What follows belongs to an exercise in optimizing a design on an open flow for small area; a production flow would make more cautious choices. Only simulation tests tie the RTL to the original design; equivalence was not proved. The clock port is modelled as an ideal driver; clocking choices that lean on that would not hold on a real chip. Power figures rest on the tool's default switching activity, not on a simulated workload.

[constraint.sdc]
create_clock -name core_clock -period 7.0 [get_ports {clk_i}]
set_input_delay 1.4000 -clock core_clock [delete_from_list [all_inputs] [get_ports {clk_i}]]
set_output_delay 1.4000 -clock core_clock [all_outputs]
set_load 0.01 [all_outputs]
[design.v]
module prf_aoi222 (
   input  logic a1, a2, b1, b2, c1, c2,
   output logic y
);
   assign y = ~((a1 & a2) | (b1 & b2) | (c1 & c2));
endmodule
module prf_inv (
   input  logic a,
   output logic y
);
   assign y = ~a;
endmodule
module prf_nand4 (
   input  logic a, b, c, d,
   output logic y
);
   assign y = ~(a & b & c & d);
endmodule
module prf_nand2b (
   input  logic an, b,
   output logic y
);
   assign y = an | ~b;
endmodule
module prf_nand3b (
   input  logic an, b, c,
   output logic y
);
   assign y = an | ~b | ~c;
endmodule
module prf_rdbit (
   input  logic [14:0] sel,
   input  logic [14:0] d,
   input  logic        ini_n,    
   output logic        y
);
   logic [4:0] g;
   logic       h;
   for (genvar k = 0; k < 5; k++) begin : g_aoi
      prf_aoi222 u_aoi (
         .a1(sel[3*k]),   .a2(d[3*k]),
         .b1(sel[3*k+1]), .b2(d[3*k+1]),
         .c1(sel[3*k+2]), .c2(d[3*k+2]),
         .y (g[k])
      );
   end
   prf_nand4  u_n4 (.a(g[0]), .b(g[1]), .c(g[2]), .d(g[3]), .y(h));
   prf_nand3b u_n3 (.an(h), .b(g[4]), .c(ini_n), .y(y));
endmodule
module prf_rdbit0 (
   input  logic [14:0] sel,
   input  logic [14:0] d,
   output logic        y
);
   logic [4:0] g;
   logic       h;
   for (genvar k = 0; k < 5; k++) begin : g_aoi
      prf_aoi222 u_aoi (
         .a1(sel[3*k]),   .a2(d[3*k]),
         .b1(sel[3*k+1]), .b2(d[3*k+1]),
         .c1(sel[3*k+2]), .c2(d[3*k+2]),
         .y (g[k])
      );
   end
   prf_nand4  u_n4 (.a(g[0]), .b(g[1]), .c(g[2]), .d(g[3]), .y(h));
   prf_nand2b u_n2 (.an(h), .b(g[4]), .y(y));
endmodule
module pipe_regfile #(
   parameter int unsigned       DATA_W     = 64,
   parameter int unsigned       REG_AW     = 4,
   parameter int unsigned       NREGS      = 15,
   parameter int unsigned       PEND_W     = 2,
   parameter logic [DATA_W-1:0] STACK_INIT = 64'h0000_0000_0000_0200
) (
   input  logic              clk_i,
   input  logic              rst_i,
   input  logic [3:0]        icode_i,
   input  logic [REG_AW-1:0] rA_i,
   input  logic [REG_AW-1:0] rB_i,
   input  logic              dec_valid_i,
   output logic              dec_ready_o,
   output logic [REG_AW-1:0] srcA_o,
   output logic [REG_AW-1:0] srcB_o,
   output logic [REG_AW-1:0] dstE_o,
   output logic [REG_AW-1:0] dstM_o,
   output logic [DATA_W-1:0] valA_o,
   output logic [DATA_W-1:0] valB_o,
   input  logic              wb_valid_i,
   input  logic [REG_AW-1:0] wb_dstE_i,
   input  logic [REG_AW-1:0] wb_dstM_i,
   input  logic              wb_cnd_i,
   input  logic [DATA_W-1:0] wb_valE_i,
   input  logic [DATA_W-1:0] wb_valM_i,
   output logic              err_o
);
   typedef enum logic [3:0] {
      I_RRMOVQ = 4'h2,
      I_IRMOVQ = 4'h3,
      I_RMMOVQ = 4'h4,
      I_MRMOVQ = 4'h5,
      I_OPQ    = 4'h6,
      I_CALL   = 4'h8,
      I_RET    = 4'h9,
      I_PUSHQ  = 4'hA,
      I_POPQ   = 4'hB
   } icode_e;
   localparam logic [REG_AW-1:0] NREG = '1;
   localparam logic [REG_AW-1:0] RSP  = REG_AW'(4);
   localparam logic [PEND_W-1:0] PMAX = '1;
   logic [NREGS-1:0][DATA_W-1:0] regs_q;    
   logic [NREGS-1:0][DATA_W-1:0] regs_d;    
   logic [NREGS-1:0][DATA_W-1:0] regs_dn;
   logic [NREGS-1:0]             wr_q;      
   logic [PEND_W-1:0]            pend [NREGS];
   logic                         err_q;
   logic [NREGS-1:0]             pend_nz;
   logic [REG_AW-1:0] src_a, src_b, dst_e, dst_m;
   logic              a_ra, a_sp, b_rb, b_sp, e_rb, e_sp, m_ra;
   logic [15:0]       oh_ra, oh_rb, oh_wm, oh_we;
   logic [NREGS-1:0]  oh_sa, oh_sb, oh_de, oh_dm, oh_d;
   logic [NREGS-1:0]  ret, inc, up, dn, busy, full, v_e;
   logic [NREGS-1:0]  hit_m, hit_e, w_m, w_e, w_h;
   logic [NREGS-1:0]  rs_a, rs_b;
   logic              stall, issue;
   logic              ini_a_n, ini_b_n;
   always_comb begin
      a_ra = 1'b0; a_sp = 1'b0; b_rb = 1'b0; b_sp = 1'b0;
      e_rb = 1'b0; e_sp = 1'b0; m_ra = 1'b0;
      case (icode_i)
         I_RRMOVQ: begin a_ra = 1'b1; e_rb = 1'b1; end
         I_IRMOVQ: e_rb = 1'b1;
         I_RMMOVQ: begin a_ra = 1'b1; b_rb = 1'b1; end
         I_MRMOVQ: begin b_rb = 1'b1; m_ra = 1'b1; end
         I_OPQ:    begin a_ra = 1'b1; b_rb = 1'b1; e_rb = 1'b1; end
         I_CALL:   begin b_sp = 1'b1; e_sp = 1'b1; end
         I_RET:    begin a_sp = 1'b1; b_sp = 1'b1; e_sp = 1'b1; end
         I_PUSHQ:  begin a_ra = 1'b1; b_sp = 1'b1; e_sp = 1'b1; end
         I_POPQ:   begin a_sp = 1'b1; b_sp = 1'b1; e_sp = 1'b1; m_ra = 1'b1; end
         default:  ;
      endcase
      src_a = a_ra ? rA_i : (a_sp ? RSP : NREG);
      src_b = b_rb ? rB_i : (b_sp ? RSP : NREG);
      dst_e = e_rb ? rB_i : (e_sp ? RSP : NREG);
      dst_m = m_ra ? rA_i : NREG;
   end
   always_comb begin
      for (int unsigned r = 0; r < 16; r++) begin
         oh_ra[r] = (rA_i == REG_AW'(r));
         oh_rb[r] = (rB_i == REG_AW'(r));
         oh_wm[r] = (wb_dstM_i == REG_AW'(r));
         oh_we[r] = (wb_dstE_i == REG_AW'(r));
      end
      for (int unsigned r = 0; r < NREGS; r++) begin
         oh_sa[r] = (a_ra && oh_ra[r]) || (a_sp && r == RSP);
         oh_sb[r] = (b_rb && oh_rb[r]) || (b_sp && r == RSP);
         oh_de[r] = (e_rb && oh_rb[r]) || (e_sp && r == RSP);
         oh_dm[r] = m_ra && oh_ra[r];
         oh_d[r]  = oh_de[r] || oh_dm[r];
         hit_m[r] = wb_valid_i && oh_wm[r];
         v_e[r]   = wb_valid_i && oh_we[r];
         hit_e[r] = wb_cnd_i && v_e[r];
         ret[r]   = hit_m[r] || v_e[r];
         w_m[r]   = hit_m[r];
         w_e[r]   = hit_e[r] && !hit_m[r];
         w_h[r]   = !(hit_m[r] || hit_e[r]);
         rs_a[r]  = oh_sa[r] && (wr_q[r] || !w_h[r]);
         rs_b[r]  = oh_sb[r] && (wr_q[r] || !w_h[r]);
         pend_nz[r] = pend[r][1] || pend[r][0];
         busy[r]  = pend[r][1] || (pend[r][0] && !ret[r]);
         full[r]  = pend[r][1] && pend[r][0] && !ret[r];
      end
      ini_a_n = !(oh_sa[RSP] && !wr_q[RSP] && w_h[RSP]);
      ini_b_n = !(oh_sb[RSP] && !wr_q[RSP] && w_h[RSP]);
      stall   = |(((oh_sa | oh_sb) & busy) | (oh_d & full));
      issue   = dec_valid_i && !stall;
      inc     = {NREGS{issue}} & oh_d;
      up      = inc & ~ret;
      dn      = ret & ~inc;
   end
   for (genvar r = 0; r < NREGS; r++) begin : g_reg
      for (genvar i = 0; i < DATA_W; i++) begin : g_bit
         prf_aoi222 u_wr (
            .a1(w_m[r]), .a2(wb_valM_i[i]),
            .b1(w_e[r]), .b2(wb_valE_i[i]),
            .c1(w_h[r]), .c2(regs_q[r][i]),
            .y (regs_dn[r][i])
         );
         prf_inv u_wi (.a(regs_dn[r][i]), .y(regs_d[r][i]));
      end
   end
   for (genvar i = 0; i < DATA_W; i++) begin : g_rd
      logic [NREGS-1:0] d_col;
      for (genvar r = 0; r < NREGS; r++) begin : g_col
         assign d_col[r] = regs_d[r][i];
      end
      if (STACK_INIT[i]) begin : g_one
         prf_rdbit u_a (.sel(rs_a), .d(d_col), .ini_n(ini_a_n), .y(valA_o[i]));
         prf_rdbit u_b (.sel(rs_b), .d(d_col), .ini_n(ini_b_n), .y(valB_o[i]));
      end else begin : g_zero
         prf_rdbit0 u_a (.sel(rs_a), .d(d_col), .y(valA_o[i]));
         prf_rdbit0 u_b (.sel(rs_b), .d(d_col), .y(valB_o[i]));
      end
   end
   always_ff @(posedge clk_i) begin
      regs_q <= regs_d;
   end
   always_ff @(posedge clk_i or negedge rst_i) begin
      if (!rst_i) begin
         wr_q <= '0;
         for (int unsigned r = 0; r < NREGS; r++)
            pend[r] <= '0;
         err_q <= 1'b0;
      end else begin
         wr_q <= wr_q | ~w_h;
         for (int unsigned r = 0; r < NREGS; r++) begin
            pend[r][1] <= (pend[r][1] && (pend[r][0] || !dn[r])) || (up[r] && pend[r][0]);
            if (up[r] || dn[r])
               pend[r][0] <= pend[r][0] ? (up[r] && pend[r][1]) : (up[r] || pend[r][1]);
         end
         if (|(dn & ~pend_nz)) err_q <= 1'b1;
      end
   end
   assign srcA_o      = src_a;
   assign srcB_o      = src_b;
   assign dstE_o      = dst_e;
   assign dstM_o      = dst_m;
   assign dec_ready_o = !stall;
   assign err_o       = err_q;
endmodule
[flow/rebuffer.tcl]
# Sourced at the start of CTS (PRE_CTS_TCL), on the placed design.
# The placement-stage repair buffers high-fanout select nets with trees of
# small buffers. Collapse those trees (only the repair's own "place*"
# buffers; port buffers are kept) and give each net with many loads a single
# buf_8 instead, driven by a size-1 gate. repair_design then fixes anything left over and the cells
# are legalised again.
set block [ord::get_db_block]
set n 0
foreach i [$block getInsts] {
  if {![string match "place*" [$i getName]]} continue
  set in {}
  set out {}
  foreach it [$i getITerms] {
    if {[$it isInputSignal]} { set in [$it getNet] }
    if {[$it isOutputSignal]} { set out [$it getNet] }
  }
  if {$in eq "" || $out eq "" || $in eq "NULL" || $out eq "NULL"} continue
  if {[llength [$out getBTerms]] > 0 || [llength [$in getBTerms]] > 0} continue
  foreach it [$out getITerms] {
    if {[$it getInst] eq $i} continue
    $it disconnect
    $it connect $in
  }
  foreach it [$i getITerms] { $it disconnect }
  odb::dbInst_destroy $i
  odb::dbNet_destroy $out
  incr n
}
puts "rebuffer: collapsed $n repair buffers"
set hf {}
foreach net [$block getNets] {
  if {[$net getSigType] ne "SIGNAL"} continue
  if {[llength [$net getBTerms]] > 0} continue
  if {[llength [$net getITerms]] - 1 >= 24} { lappend hf [$net getName] }
}
puts "rebuffer: [llength $hf] high-fanout nets get one buf_8"
foreach nn $hf {
  insert_buffer -buffer_cell sky130_fd_sc_hd__buf_8 -net [get_nets $nn]
}
# The net's driver now sees only the buf_8: take it back to drive strength 1
# where the library has that size.
set nd 0
foreach nn $hf {
  set net [$block findNet $nn]
  set drv {}
  foreach it [$net getITerms] {
    if {[$it isOutputSignal]} { set drv [$it getInst] }
  }
  # insert_buffer may leave the net's name on either side of the new buffer
  if {$drv ne "" && [[$drv getMaster] getName] eq "sky130_fd_sc_hd__buf_8"} {
    foreach it [$drv getITerms] {
      if {[$it isInputSignal]} { set net [$it getNet] }
    }
  }
  foreach it [$net getITerms] {
    if {![$it isOutputSignal]} continue
    set inst [$it getInst]
    set mname [[$inst getMaster] getName]
    if {[regexp {^(sky130_fd_sc_hd__\w+)_([0-9]+)$} $mname -> base sz] && $sz > 1} {
      set small [get_lib_cells -quiet ${base}_1]
      if {$small ne "" && ![string match "*buf*" $base]} {
        replace_cell [get_cells [$inst getName]] $small
        incr nd
      }
    }
  }
}
puts "rebuffer: $nd drivers taken back to size 1"
estimate_parasitics -placement
repair_design -cap_margin $::env(CAP_MARGIN) -slew_margin $::env(SLEW_MARGIN)
detailed_placement
[standard.sh]
#!/bin/bash
# synth_recipe.tcl (not shown) runs the flow's synth.tcl, then flattens the netlist and writes it again
# the make line also repeats each setting of config.mk as NAME=value (left out here)
make -C /OpenROAD-flow-scripts/flow DESIGN_CONFIG=/design/flow/config.mk WORK_HOME=/design/flow/orfs CLKGATE_MAP_FILE= SYNTH_SCRIPT=/design/flow/synth_recipe.tcl "${@:-finish}"
[config.mk]
export PLATFORM = sky130hd
export DESIGN_NAME = pipe_regfile
export DESIGN_NICKNAME = pipe_regfile
export VERILOG_FILES = /design/flow/design.v
export SDC_FILE = /design/flow/constraint.sdc
export NUM_CORES = 4
export LEC_CHECK = 0
export CAP_MARGIN = 20
export CORE_MARGIN = 2
export CORE_UTILIZATION = 40
export PLACE_DENSITY = 0.5
export SETUP_SLACK_MARGIN = 0.1
export SLEW_MARGIN = 20
export SYNTH_HIERARCHICAL = 1
[flow/run.sh]
#!/bin/bash
# Standard ORFS layout (the standard.sh) with these changes:
#  - port buffers use the smallest buffer, sky130_fd_sc_hd__buf_1, rather than
#    the delay cell buffer_ports picks by default;
#  - at the start of CTS, flow/rebuffer.tcl replaces the placement repair's
#    buffer trees on high-fanout nets with one buf_8 per net, driven by a size-1 gate;
#  - CTS clusters up to 26 sinks per leaf buffer and inserts no dummy loads.
set -euo pipefail
export BUFFER_PORTS_ARGS="-buffer_cell sky130_fd_sc_hd__buf_1"
export PRE_CTS_TCL="$PWD/flow/rebuffer.tcl"
export CTS_ARGS="-sink_clustering_enable -repair_clock_nets -dont_use_dummy_load -sink_clustering_size 26 -sink_clustering_max_diameter 100"
bash standard.sh finish > standard_flow.log 2>&1
==> impl_results.md, run 1 <==
* Worst setup margin at 0.1004 ns
* Crit path max fanout at 67
* Fill count at 11,110
* Post-synthesis cell type count at 54
* Hold Crit Class: flop to flop
* Die height at between 300 and 400 um
* Layout area overhead at 11.55%
* Number of global-route vias before repair at between 40,000 and 50,000
* Crit Path Class: input port to primary output
* Peak VDD IR at around 170 uV
* Syn. warnings at 8
* Slew Viols, Final at 0
* Die X at approximately 340 um
* I/O Buffers at 298
* Initial core utilization at 40.32%
* Worst-Skew Late Latency at approximately 0.69 ns
* Total CTS buffers at 48
* CP Data Arrival Time at 5.50 ns
* Worst path cell trace: buf_1 > or3b_1 > nor2_1 > buf_8 > nor3_1 > buf_8 > a222oi_1 > inv_1 > a222oi_1 > nand4_1 > nand2b_1 > buf_1
* Post-DP HPWL at around 140,000 um
* Max Cap Violations at 0
* Largest net degree at the start of global routing at 69
* Clk sinks at between 1,000 and 1,500
* Final Skew at roughly 0.043 ns
* Mean area per synthesized cell at 10.18 um^2
* Fraction of synthesis flops using an asynchronous set or reset pin at under 10%
* Mapped Area at 0.04530 mm^2
* DR pass1 iterations at 17
* DP Worst Slack at 0.6429 ns
* DR DRC count at 0
* Final period utilization at 98.57%
* DR vias/cell at 7.877
* Actual slew at the worst max-slew pin at 1.071 ns
* Final WL at 242,100 um
* Cell taking the most area after synthesis: dfxtp_1
* Die ar. at 0.1160 mm^2
* Reg clk slew, reported paths at 0.09 ns
* Slowest cell on the critical path: or3b_1
* GRT Overall Usage at 39.01%
* P_leak at 22.12 nW
* Worst relative slew slack at roughly 29%
* Hold Vio Cnt, Final at 0
* Rows at around 120
* Grt total ovfl at 0
* Post-DRT Antenna Nets at 0
* First-pass GRT wire length at between 300,000 and 400,000 um
* Most used DFF post-synth: dfxtp_1
* Initial antenna violation count at 6
* Largest cells by area after synthesis: dfxtp_1, a222oi_1, inv_1
* RSZ-0062 raised after global routing: true
* Final Util at 44.98%
* CP startpoint kind: input port
* CTS tree: done
* Postcts setup bufs at 0
* Required time worst endpoint at 5.60 ns
* Top-Level Pins at 299
* Peak Freq at 0.1449 GHz
* GP Congestion at around 0.9
* Min Tclk post-route at roughly 6.9 ns
* Total Nets Final at 5,018
* Vias at 49,910
* DR WL/cell at 38.20 um
* Core Region at 0.1123 mm^2
* PwrDens at 279.8 mW/mm^2
* Yosys top cell area share at 42.43%
* Register area share after synthesis at ~45%
* Syn nets at 4,634
* #FFs+latches synth at 1,006
* DR iter-0 viols at around 16,000
* CP Capture Type: primary output
* Setup violations, final at 0
* CP max stage delay at about 0.63 ns
* Post-Syn Instances at 4,451
* Setup TNS after final layout at 0 ns
* Post-synth EDFFs at 0
* Status: complete, no violations
* Layout cells sized above 1 at 3.021%
-- synth_stat cells (12+ instances only) --
| master | n |
|---|---|
| a21oi_1 | 35 |
| dfxtp_1 | 960 |
| a22oi_1 | 17 |
| nor2_1 | 99 |
| o221ai_1 | 12 |
| clkbuf_1 | 23 |
| ha_1 | 30 |
| a222oi_1 | 1600 |
| nand3_1 | 12 |
| a211oi_1 | 15 |
| nor3_1 | 48 |
| nor4_1 | 21 |
| or4_1 | 15 |
| dfrtp_1 | 46 |
| nand2b_1 | 135 |
| and3_1 | 13 |
| nor2b_1 | 15 |
| nand2_1 | 39 |
| nand4_1 | 154 |
| inv_1 | 1020 |
| o21ai_0 | 20 |
| buf_2 | 15 |
| o211ai_1 | 21 |
-- kinds of logic (layout without fill, tap and decap cells) --
| kind of cell | Yosys count | count (layout) | share of synthesized area, % |
|---|---|---|---|
| buffers and inverters | 1068 | 1450 | 8.968 |
| adders and majority gates | 30 | 30 | 0.8286 |
| DFF | 1006 | 1006 | 44.97 |
| AOI/OAI and AO/OA | 1763 | 1763 | 37.93 |
| other | 0 | 3 | 0 |
| and+or+nand+nor | 584 | 584 | 7.311 |
-- report_power, final --
group / leakage [nW] / switching [mW] / internal [mW] / total [mW]
clock: 0.592 / 2.00 / 1.23 / 3.24
combinational: 12.9 / 2.18 / 1.25 / 3.43
sequential: 8.59 / 0.378 / 7.10 / 7.48
-- modules after synthesis, one instance, submodules excluded, excerpt --
module,cell area [um^2],copies in the design
pipe_regfile,24080,1
prf_aoi222,10.01,1600
prf_nand3b,7.507,2
prf_nand4,6.256,128
prf_inv,3.754,960
prf_nand2b,6.256,126
-- final timing paths --
| path | slack [ns] | to | depth (start not counted) | from |
|---|---|---|---|---|
| max in group asynchronous | 5.93 | wr_q[5]$_DFF_PN0_ | 2 | rst_i |
| hold / removal | 0.48 | wr_q[11]$_DFF_PN0_ | 2 | wr_q[11]$_DFF_PN0_ |
| min in group asynchronous | 0.73 | pend[8][0]$_DFFE_PN0P_ | 2 | rst_i |
| setup reg to reg | 3.39 | err_q$_DFFE_PN0P_ | 9 | pend[8][0]$_DFFE_PN0P_ |
| setup / recovery | 0.10 | valA_o[25] | 12 | wb_valid_i |
| hold reg to reg | 0.48 | wr_q[11]$_DFF_PN0_ | 2 | wr_q[11]$_DFF_PN0_ |
-- per-stage QoR --
step	power, mW	hold slack (ns)	cells	cell area [um^2]
after CTS	14.04	0.4753	6333	50490
after global routing	14.76	0.5101	6335	50530
after floorplan	9.846	0.4376	4451	45500
final	14.14	0.4763	6336	50530
after global placement	10.84	0.4679	6407	50810
after detailed placement	10.95	0.4757	6408	50830
-- worst max-delay path, delay by kind of cell --
kind,cells,cell delay (ns)
compound gates,2,0.72
buf+inv,5,1.44
simple gates,5,1.74
-- state kept, by name (all words and copies together) (netlist names) --
register and cells:
pend 30, regs_q 960, wr_q 15, err_q 1
-- final cells by class, clock buffers not listed --
type | instances | area (um^2) | area share [%]
inverters | 1022 | 3836 | 7.592
flip-flops and latches | 1006 | 20370 | 40.31
well taps | 1500 | 1877 | 3.714
repair buffers | 380 | 2381 | 4.712
multi-input cells | 2377 | 20860 | 41.28
diodes | 3 | 7.507 | 0.01486
-- repair_timing --
action | in CTS | in global routing
gates resized for setup | 0 | 5
hold buffers | 0 | 0
endpoints found under the setup margin | 0 | 14
-- placed cells by master, fill, tap and decap left out, types with 39 or more instances in the layout --
master	instances
nand2b_1	135
nand4_1	154
buf_8	76
a222oi_1	1600
nor3_1	48
dfxtp_1	960
dfrtp_1	46
buf_1	297
clkbuf_16	48
nor2_1	102
inv_1	1020
nand2_1	39
-- routing by layer --
metal / routed length [um] / vias to the layer above / GRT usage [%]
met4: 10410 / 4 / 16.24
met2: 104600 / 4331 / 59.63
li1: - / 20340 / -
met1: 91700 / 24600 / 52.51
met3: 35280 / 637 / 9.598
met5: 24 / - / 0
==> inputs of run 2 (changes only) <==
--- a/config.mk
+++ b/config.mk
@@ -10,5 +10,5 @@
 export CORE_UTILIZATION = 40
 export PLACE_DENSITY = 0.5
-export SETUP_SLACK_MARGIN = 0.1
+export SETUP_SLACK_MARGIN = 0.3
 export SLEW_MARGIN = 20
 export SYNTH_HIERARCHICAL = 1
==> run 2 against run 1 <==
Effect of this change: power fell by 0.14%; sequential share of layout area fell by 0.17 points; synthesized cell count did not move.
==> impl_results.md, run 2 <==
* Commonest non-fill, non-tap cell in the layout: a222oi_1
* Fill count at between 10,000 and 15,000
* Syn nets at 4,634
* Reg clk slew, reported paths at 0.06 ns
* DR WL/cell at 38.87 um
* Mean area per synthesized cell at 10.18 um^2
* Required time worst endpoint at approximately 5.6 ns
* Fraction of synthesis flops using an asynchronous set or reset pin at under 10%
* GP Congestion at 0.9318
* Commonest cells after routing, fill and taps aside: a222oi_1, inv_1, dfxtp_1
* DP Worst Slack at 0.7283 ns
* Slowest cell on the critical path: buf_8
* Mapped Area at between 0.04 and 0.05 mm^2
* Most frequent cells after synthesis: a222oi_1, inv_1, dfxtp_1, nand4_1, nand2b_1
* Worst-Skew Late Latency at 0.67 ns
* Post-DP HPWL at ~140,000 um
* Post-synthesis compound-gate area fraction at 37.93%
* Largest family of logic cells by synthesized area: compound AO/OA/AOI/OAI gates
* Most frequent cell after synthesis: a222oi_1
* Largest net degree at the start of global routing at 69
* DR DRC count at 0
* DR pass1 iterations at 15
* Total Nets Final at 5,028
* P_leak at 22.20 nW
* Most used DFF post-synth: dfxtp_1
* Buffers & Inverters on Critical Path at 5
* DR vias/cell at 7.947
* CP startpoint kind: input port
* Worst path cell trace: clkbuf_2 > or3b_4 > nor2_1 > buf_8 > nor2_1 > buf_8 > a222oi_1 > inv_1 > a222oi_1 > nand4_1 > nand2b_1 > buf_1
* Number of global-route vias before repair at 47,740
* Crit path max fanout at 67
* Worst relative slew slack at 25.42%
* I/O Buffers at 298
* CP Capture Type: primary output
* Post-DRT Antenna Nets at 0
* Max Cap Violations at 0
* Initial antenna violation count at 11
* Cell taking the most area after synthesis: dfxtp_1
* Mux cell area share after synthesis at 0%
* Status: complete, no violations
* CTS tree: done
* Grt total ovfl at 0
* CP Data Arrival Time at 5.29 ns
* Hold Crit Class: flop to flop
* Peak Freq at 0.1494 GHz
* Min Tclk post-route at 6.691 ns
* Final Skew at a little over 0.03 ns
* PwrDens at 278.3 mW/mm^2
* Die ar. at 0.1160 mm^2
* Register area share after synthesis at 44.97%
* Yosys top cell area share at 42.43%
* Post-Syn Instances at 4,451
* Vias at 50,430
* Reg with most FFs: regs_q
* Final period utilization at 95.59%
* Setup TNS after final layout at 0 ns
* DR iter-0 viols at about 16,000
* CP max stage delay at around 0.63 ns
* Actual slew at the worst max-slew pin at 1.119 ns
* Post-synthesis cell type count at 54
* Worst setup margin at 0.3086 ns
* First-pass GRT wire length at roughly 350,000 um
* Final WL at 246,700 um
* Largest cells by area after synthesis: dfxtp_1, a222oi_1, inv_1
* Synth Area in Adders at 0.8286%
* Xor-xnor portion of the synthesized cell area at 0%
* Delay-heaviest family, CP: simple AND/OR/NAND/NOR gates
* Syn. warnings at 8
* Simple-Gate Fraction of Synth Area at 7.311%
* Placed Area at 0.05095 mm^2
* GRT Overall Usage at around two fifths
* Post-synth EDFFs at 0
* Initial core utilization at 40.32%
* Rows at 123
* Hold Vio Cnt, Final at 0
* Setup violations, final at 0
* RSZ-0062 raised after global routing: false
* Layout area overhead at 12.01%
* Final Util at 45.17%
* Die height at 340.5 um
* Slew Viols, Final at 0
* Crit Path Class: input port to primary output
* #FFs+latches synth at 1,006
* Top-Level Pins at between 200 and 300
* Layout cells sized above 1 at 3.407%
* Clk sinks at 1,006
* Total CTS buffers at 47
* Peak VDD IR at 190.5 uV
* Design Area, Final at slightly above 0.05 mm^2
* Core Region at 0.1123 mm^2
* Largest registers: regs_q: 960 flops, pend: 30 flops, wr_q: 15 flops
* Die X at 340.5 um
* Number of flip-flops in the largest register at 960
[run 2: cell counts after synthesis]
No cell type changed its count.
[run 2: worst register-to-register path: stages (launching register included)]
cell and delay, ns:
dfrtp_1 0.46, o221ai_1 0.16, a22oi_1 0.13, nor3_1 0.45, nand4_1 0.20, buf_8 0.21
or4_1 0.52, ha_1 0.21, and3_1 0.19, a2111oi_0 0.61, nand4_1 0.17
[run 2: metal layers]
layer	GRT usage, %	routed length [um]	part of all wire (%)	vias up
met5	0.8170	199	0.081	-
met2	60.73	106200	43	4343
met3	10.61	35660	14	803
li1	-	-	-	20360
met1	52.97	92390	37	24910
met4	18.97	12230	5.0	12
[run 2: worst paths after layout]
path | startpoint | end | slack [ns] | cells after the start
max reg2reg | pend[0][0]$_DFFE_PN0P_ | err_q$_DFFE_PN0P_ | 3.56 | 10
max in group asynchronous | rst_i | wr_q[11]$_DFF_PN0_ | 5.89 | 2
min reg2reg | wr_q[11]$_DFF_PN0_ | wr_q[11]$_DFF_PN0_ | 0.48 | 2
max | wb_valid_i | valA_o[14] | 0.31 | 12
min in group asynchronous | rst_i | pend[3][0]$_DFFE_PN0P_ | 0.75 | 2
min | wr_q[11]$_DFF_PN0_ | wr_q[11]$_DFF_PN0_ | 0.48 | 2
[run 2: report_power, final]
part           internal, mW  switching, mW  leakage, nW
sequential             7.10          0.372         8.59
clock                  1.21           2.01        0.579
combinational          1.26           2.18         13.0
[run 2: layout make-up, clock buffers not listed]
type / instances / area (um^2) / area share, %
Multi-Input combinational cell: 2378 / 20910 / 41.21
Inverter: 1022 / 3836 / 7.560
Tap cell: 1500 / 1877 / 3.699
Antenna cell: 3 / 7.507 / 0.01480
Sequential cell: 1006 / 20370 / 40.14
Timing Repair Buffer: 390 / 2564 / 5.053
[run 2: through the flow]
| stage | std cells | power (mW) | hold WS, ns |
|---|---|---|---|
| 4_1_cts | 6339 | 14.01 | 0.4804 |
| 3_3_place_gp | 6420 | 10.84 | 0.4684 |
| 5_1_grt | 6345 | 14.76 | 0.4973 |
| 3_5_place_dp | 6425 | 10.94 | 0.4767 |
| 6_report | 6346 | 14.12 | 0.4811 |
| 2_1_floorplan | 4451 | 9.848 | 0.4376 |
[run 2: what timing repair did]
item | CTS | global route
hold buffers | 0 | 0
pin swaps | 1 | 3
hold endpoints to repair | 0 | 0
resized for setup | 11 | 4
setup endpoints to repair | 125 | 68
buffers inserted | 0 | 4
cloned | 2 | 0
[run 2: cells by family after synthesis]
logic type               count (synthesis)
AND/OR/NAND/NOR                        584
flip-flops                            1006
adder cells (fa/ha/maj)                 30
buffers and inverters                 1068
AO/OA/AOI/OAI                         1763
[run 2: Yosys stat by module, one instance, submodules excluded, a selection]
| module | cells | cell area, um^2 | flip-flops and latches |
|---|---|---|---|
| pipe_regfile | 1635 | 24080 | 1006 |
| prf_aoi222 | 1 | 10.01 | 0 |
| prf_inv | 1 | 3.754 | 0 |
| prf_nand2b | 1 | 6.256 | 0 |
| prf_nand3b | 1 | 7.507 | 0 |
| prf_nand4 | 1 | 6.256 | 0 |
==> inputs of run 3 (changes only) <==
--- a/design.v
+++ b/design.v
@@ -65,4 +65,41 @@
    prf_nand4  u_n4 (.a(g[0]), .b(g[1]), .c(g[2]), .d(g[3]), .y(h));
    prf_nand2b u_n2 (.an(h), .b(g[4]), .y(y));
+endmodule
+module prf_regctl (
+   input  logic wm,       
+   input  logic we,       
+   input  logic wb_valid,
+   input  logic wb_cnd,
+   input  logic sa,       
+   input  logic sb,
+   input  logic d,        
+   input  logic issue,
+   input  logic p1, p0,   
+   input  logic wr,       
+   output logic w_m, w_e, w_h,
+   output logic rs_a, rs_b,
+   output logic stall,    
+   output logic p1_n, p0_n,
+   output logic wr_n,
+   output logic err       
+);
+   logic hit_m, v_e, hit_e, ret, inc, up, dn;
+   assign hit_m = wb_valid && wm;
+   assign v_e   = wb_valid && we;
+   assign hit_e = wb_cnd && v_e;
+   assign ret   = hit_m || v_e;
+   assign w_m   = hit_m;
+   assign w_e   = hit_e && !hit_m;
+   assign w_h   = !(hit_m || hit_e);
+   assign rs_a  = sa && (wr || !w_h);
+   assign rs_b  = sb && (wr || !w_h);
+   assign stall = ((sa || sb) && (p1 || (p0 && !ret))) || (d && p1 && p0 && !ret);
+   assign inc   = issue && d;
+   assign up    = inc && !ret;
+   assign dn    = ret && !inc;
+   assign p1_n  = (p1 && (p0 || !dn)) || (up && p0);
+   assign p0_n  = (up || dn) ? (p0 ? (up && p1) : (up || p1)) : p0;
+   assign wr_n  = wr || !w_h;
+   assign err   = dn && !p1 && !p0;
 endmodule
 module pipe_regfile #(
@@ -114,11 +151,10 @@
    logic [PEND_W-1:0]            pend [NREGS];
    logic                         err_q;
-   logic [NREGS-1:0]             pend_nz;
    logic [REG_AW-1:0] src_a, src_b, dst_e, dst_m;
    logic              a_ra, a_sp, b_rb, b_sp, e_rb, e_sp, m_ra;
    logic [15:0]       oh_ra, oh_rb, oh_wm, oh_we;
    logic [NREGS-1:0]  oh_sa, oh_sb, oh_de, oh_dm, oh_d;
-   logic [NREGS-1:0]  ret, inc, up, dn, busy, full, v_e;
-   logic [NREGS-1:0]  hit_m, hit_e, w_m, w_e, w_h;
+   logic [NREGS-1:0]  w_m, w_e, w_h, st, wr_n, er;
+   logic [1:0]        p_n [NREGS];
    logic [NREGS-1:0]  rs_a, rs_b;
    logic              stall, issue;
@@ -157,24 +193,18 @@
          oh_dm[r] = m_ra && oh_ra[r];
          oh_d[r]  = oh_de[r] || oh_dm[r];
-         hit_m[r] = wb_valid_i && oh_wm[r];
-         v_e[r]   = wb_valid_i && oh_we[r];
-         hit_e[r] = wb_cnd_i && v_e[r];
-         ret[r]   = hit_m[r] || v_e[r];
-         w_m[r]   = hit_m[r];
-         w_e[r]   = hit_e[r] && !hit_m[r];
-         w_h[r]   = !(hit_m[r] || hit_e[r]);
-         rs_a[r]  = oh_sa[r] && (wr_q[r] || !w_h[r]);
-         rs_b[r]  = oh_sb[r] && (wr_q[r] || !w_h[r]);
-         pend_nz[r] = pend[r][1] || pend[r][0];
-         busy[r]  = pend[r][1] || (pend[r][0] && !ret[r]);
-         full[r]  = pend[r][1] && pend[r][0] && !ret[r];
       end
       ini_a_n = !(oh_sa[RSP] && !wr_q[RSP] && w_h[RSP]);
       ini_b_n = !(oh_sb[RSP] && !wr_q[RSP] && w_h[RSP]);
-      stall   = |(((oh_sa | oh_sb) & busy) | (oh_d & full));
+      stall   = |st;
       issue   = dec_valid_i && !stall;
-      inc     = {NREGS{issue}} & oh_d;
-      up      = inc & ~ret;
-      dn      = ret & ~inc;
+   end
+   for (genvar r = 0; r < NREGS; r++) begin : g_ctl
+      prf_regctl u_ctl (
+         .wm(oh_wm[r]), .we(oh_we[r]), .wb_valid(wb_valid_i), .wb_cnd(wb_cnd_i),
+         .sa(oh_sa[r]), .sb(oh_sb[r]), .d(oh_d[r]), .issue(issue),
+         .p1(pend[r][1]), .p0(pend[r][0]), .wr(wr_q[r]),
+         .w_m(w_m[r]), .w_e(w_e[r]), .w_h(w_h[r]), .rs_a(rs_a[r]), .rs_b(rs_b[r]),
+         .stall(st[r]), .p1_n(p_n[r][1]), .p0_n(p_n[r][0]), .wr_n(wr_n[r]), .err(er[r])
+      );
    end
    for (genvar r = 0; r < NREGS; r++) begin : g_reg
@@ -212,11 +242,8 @@
          err_q <= 1'b0;
       end else begin
-         wr_q <= wr_q | ~w_h;
-         for (int unsigned r = 0; r < NREGS; r++) begin
-            pend[r][1] <= (pend[r][1] && (pend[r][0] || !dn[r])) || (up[r] && pend[r][0]);
-            if (up[r] || dn[r])
-               pend[r][0] <= pend[r][0] ? (up[r] && pend[r][1]) : (up[r] || pend[r][1]);
-         end
-         if (|(dn & ~pend_nz)) err_q <= 1'b1;
+         wr_q <= wr_n;
+         for (int unsigned r = 0; r < NREGS; r++)
+            pend[r] <= p_n[r];
+         if (|er) err_q <= 1'b1;
       end
    end
--- a/flow/run.sh
+++ b/flow/run.sh
@@ -4,5 +4,5 @@
 #    the delay cell buffer_ports picks by default;
 #  - at the start of CTS, flow/rebuffer.tcl replaces the placement repair's
-#    buffer trees on high-fanout nets with one buf_8 per net, driven by a size-1 gate;
+#    buffer trees on high-fanout nets with one buf_6 per net, driven by a size-1 gate;
 #  - CTS clusters up to 26 sinks per leaf buffer and inserts no dummy loads.
 set -euo pipefail
--- a/flow/rebuffer.tcl
+++ b/flow/rebuffer.tcl
@@ -34,7 +34,7 @@
   if {[llength [$net getITerms]] - 1 >= 24} { lappend hf [$net getName] }
 }
-puts "rebuffer: [llength $hf] high-fanout nets get one buf_8"
+puts "rebuffer: [llength $hf] high-fanout nets get one buf_6"
 foreach nn $hf {
-  insert_buffer -buffer_cell sky130_fd_sc_hd__buf_8 -net [get_nets $nn]
+  insert_buffer -buffer_cell sky130_fd_sc_hd__buf_6 -net [get_nets $nn]
 }
 # The net's driver now sees only the buf_8: take it back to drive strength 1
@@ -48,5 +48,5 @@
   }
   # insert_buffer may leave the net's name on either side of the new buffer
-  if {$drv ne "" && [[$drv getMaster] getName] eq "sky130_fd_sc_hd__buf_8"} {
+  if {$drv ne "" && [[$drv getMaster] getName] eq "sky130_fd_sc_hd__buf_6"} {
     foreach it [$drv getITerms] {
       if {[$it isInputSignal]} { set net [$it getNet] }
==> run 3 against run 2 <==
Effect of this change: wire length decreased by 0.44%; synthesized cell count fell by 1.9%; combinational power rose by 1%; still clean on timing, DRC and antenna; critical path depth did not move; first-iteration DRC count is 8.7% higher; register-to-register slack about the same; area after synthesis shrank 0.51%; via count is 0.40% lower; die area down 0.50%; final cell count down 1.0%.
==> impl_results.md, run 3 <==
* Peak VDD IR at 177.6 uV
* DR DRC count at 0
* Crit Path Class: input port to primary output
* Grt total ovfl at 0
* FF-to-FF Start: pend[6][1]$_DFF_PN0_
* Metal3 WL at 37,040 um
* DR pass1 iterations at 14
* Cell taking the most area after synthesis: dfxtp_1
* Final Skew at 0.07200 ns
* GP Congestion at approximately 0.90
* Hold Path End: wr_q[5]$_DFF_PN0_
* Required time worst endpoint at around 5.6 ns
* Crit path max fanout at 64
* Setup violations, final at 0
* PwrDens at approximately 290 mW/mm^2
* Worst Hold Depth at 2
* CTS tree: done
* Fraction of synthesis flops using an asynchronous set or reset pin at around 4.6%
* Worst relative slew slack at 18.90%
* Post-DP HPWL at 142,400 um
* Reg with most FFs: regs_q
* Worst path depth at 12
* Fill count at 10,960
* Most frequent cell after synthesis: a222oi_1
* Placed Area at 0.05059 mm^2
* Met2 wire length at 103,700 um
* Largest net degree at the start of global routing at slightly above 90
* Top-Level Pins at 299
* Worst path cell trace: buf_1 > nand2b_1 > nor3_1 > a21o_1 > nand2_1 > buf_6 > a222oi_1 > inv_1 > a222oi_1 > nand4_1 > nand2b_1 > buf_1
* Die height at about 340 um
* Syn nets at roughly 4,500
* CP Capture Type: primary output
* CP startpoint kind: input port
* Commonest non-fill, non-tap cell in the layout: a222oi_1
* CP max stage delay at 0.81 ns
* Post-DRT Antenna Nets at 0
* Yosys top cell area share at 42.64%
* Slew Viols, Final at 0
* GRT Overall Usage at between 30% and 40%
* Final WL at 245,600 um
* Register-to-Register Path Depth at 12
* Finished Layout Cells at approximately 6,300
* Most frequent cells after synthesis: a222oi_1, inv_1, dfxtp_1, nand2b_1, nand4_1
* Layout cells sized above 1 at between 4 and 5%
* Number of global-route vias before repair at 46,770
* Placed cells at 6,351
* First-pass GRT wire length at 341,900 um
* P_leak at between 20 and 25 nW
* Commonest cells after routing, fill and taps aside: a222oi_1, inv_1, dfxtp_1
* M1 WL at ~94,000 um
* CP Data Arrival Time at ~5.3 ns
* Clk sinks at just over 1,000
* Final Util at between 40% and 50%
* RSZ-0062 raised after global routing: true
* Register area share after synthesis at a little under half
* Reg clk slew, reported paths at 0.08 ns
* Largest cells by area after synthesis: dfxtp_1, a222oi_1, inv_1
* DR iter-0 viols at 17,250
* Top Layer Used: met5
* Max Cap Violations at 0
* Vias at 50,230
* Syn. warnings at 10
* Setup TNS after final layout at 0 ns
* Core Region at 0.1122 mm^2
* Mapped Area at around 0.045 mm^2
* Number of flip-flops in the largest register at 960
* Design Area, Final at 0.05021 mm^2
* Tot Pwr at 14.33 mW
* DR vias/cell at 7.996
* Total CTS buffers at 48
* Total Nets Final at approximately 5,000
* Mean area per synthesized cell at ~10 um^2
* Worst-Skew Late Latency at 0.69 ns
* DR WL/cell at 39.10 um
* Largest registers: regs_q: 960 flops, pend: 30 flops, wr_q: 15 flops
* Hold Vio Cnt, Final at 0
* Min Tclk post-route at 6.720 ns
* Initial antenna violation count at 10
* Post-Syn Instances at roughly 4,400
* Actual slew at the worst max-slew pin at 1.216 ns
* Most used DFF post-synth: dfxtp_1
* Peak Freq at 0.1488 GHz
* Initial core utilization at 40.17%
* Buffers & Inverters on Critical Path at 4
* Die ar. at 0.1154 mm^2
* Final period utilization at 96.00%
* CTS Hold Bufs at 0
* Layout area overhead at 11.40%
* Hold Crit Class: flop to flop
* Post-synthesis cell type count at 52
* Worst R2R End: err_q$_DFFE_PN0P_
* #FFs+latches synth at 1,006
* I/O Buffers at between 200 and 300
* Die X at 339.7 um
* HP Start: wr_q[5]$_DFF_PN0_
* Delay-heaviest family, CP: simple AND/OR/NAND/NOR gates
* Post-synth EDFFs at 0
* R2R Setup Slk at 3.55 ns
* Rows at 123
* Status: complete, no violations
* Slowest cell on the critical path: nor3_1
[run 3: changes by cell type after synthesis, moves of 22 or more]
cell | before | now
nor2_1 | 99 | 39
inv_1 | 1020 | 978
nand2_1 | 39 | 73
ha_1 | 30 | 0
nand4_1 | 154 | 130
nor2b_1 | 15 | 38
nand3_1 | 12 | 34
[run 3: metrics by stage]
step	setup slack, ns	hold slack, ns
floorplan	0.5257	0.4256
global placement	0.8411	0.4686
detailed placement	0.8098	0.4764
CTS	0.3256	0.4594
global route	0.2712	0.4910
finish	0.2797	0.4616
[run 3: cells by family after synthesis]
logic type	share of synthesized area, %
flops	45.20
buf+inv	8.295
simple gates	7.543
compound gates	38.97
[run 3: area by class of cell, clock buffers not listed]
type / count / area [um^2] / area share, %
antenna: 5 / 12.51 / 0.02492
inverter: 978 / 3671 / 7.312
sequential: 1006 / 20370 / 40.57
tap: 1500 / 1877 / 3.738
multi-input combinational: 2368 / 21030 / 41.88
timing repair buffer: 377 / 2048 / 4.080
[run 3: repair_timing]
item                       4_1_cts  5_1_grt
setup endpoints to repair       30      128
buffers inserted                 0        0
hold endpoints to repair         0        0
resized for setup                5       16
[run 3: power by group]
part / total, mW / switching, mW / leakage [nW] / internal (mW)
sequential: 7.58 / 0.458 / 8.58 / 7.13
combinational: 3.49 / 2.17 / 13.0 / 1.32
clock: 3.25 / 2.02 / 0.592 / 1.23
[run 3: how the worst max path moves through the flow]
stage	from	endpoint	slack, ns
after floorplan	icode_i[2]	valB_o[9]	0.53
after global placement	icode_i[3]	valA_o[28]	0.84
after detailed placement	wb_dstE_i[3]	valB_o[28]	0.81
after CTS	icode_i[2]	valA_o[28]	0.33
after global routing	icode_i[2]	valB_o[61]	0.27
final	wb_dstE_i[0]	valA_o[61]	0.28
[run 3: per-layer routing]
metal	track usage, %	vias to the layer above
met5	0	-
met4	17.51	8
met3	10.78	762
met2	58.39	4547
met1	54.45	24750
li1	-	20170
[run 3: modules after synthesis, one instance, submodules excluded, excerpt]
module / times used / cells inside / flip-flops and latches / cell area, um^2
prf_aoi222: 1600 / 1 / 0 / 10.01
prf_regctl: 15 / 24 / 0 / 160.2
prf_nand4: 128 / 1 / 0 / 6.256
prf_inv: 960 / 1 / 0 / 3.754
prf_nand3b: 2 / 1 / 0 / 7.507
prf_nand2b: 126 / 1 / 0 / 6.256
pipe_regfile: 1 / 1191 / 1006 / 21440
[run 3: tightest hold or removal path: stages, from the launching register on]
cell     delay, ns
dfrtp_1       0.33
a21oi_1       0.06
inv_1         0.05

[afterwards: timing with drivers on the ports]
The flow's constraints put no driver on any port. The routed layouts listed below were extracted and timed again, unchanged, in two steps.
Step 1: set_driving_cell puts a clkbuf_16 on clk_i and a buf_2 on each other input, an assumption about the parent block.
Step 2 also shifts input and output timing later by t, the mid clock arrival at the registers, as if the neighbouring blocks saw the same clock.
a / b / c = no drivers / after step 1 / after step 2; a / b = the first two.
run	t (ns)	setup slack, ns	worst setup path after step 2
run 1	0.746	0.100 / 0.053 / 0.053	input to output
run 2	0.746	0.309 / 0.287 / 0.287	input to output
run 3	0.752	0.280 / 0.255 / 0.255	input to output
After both steps setup and hold are still met in every run listed. The setup slack of run 1, which loses most, moves by -0.047 ns with the drivers and by -0.047 ns with both steps.
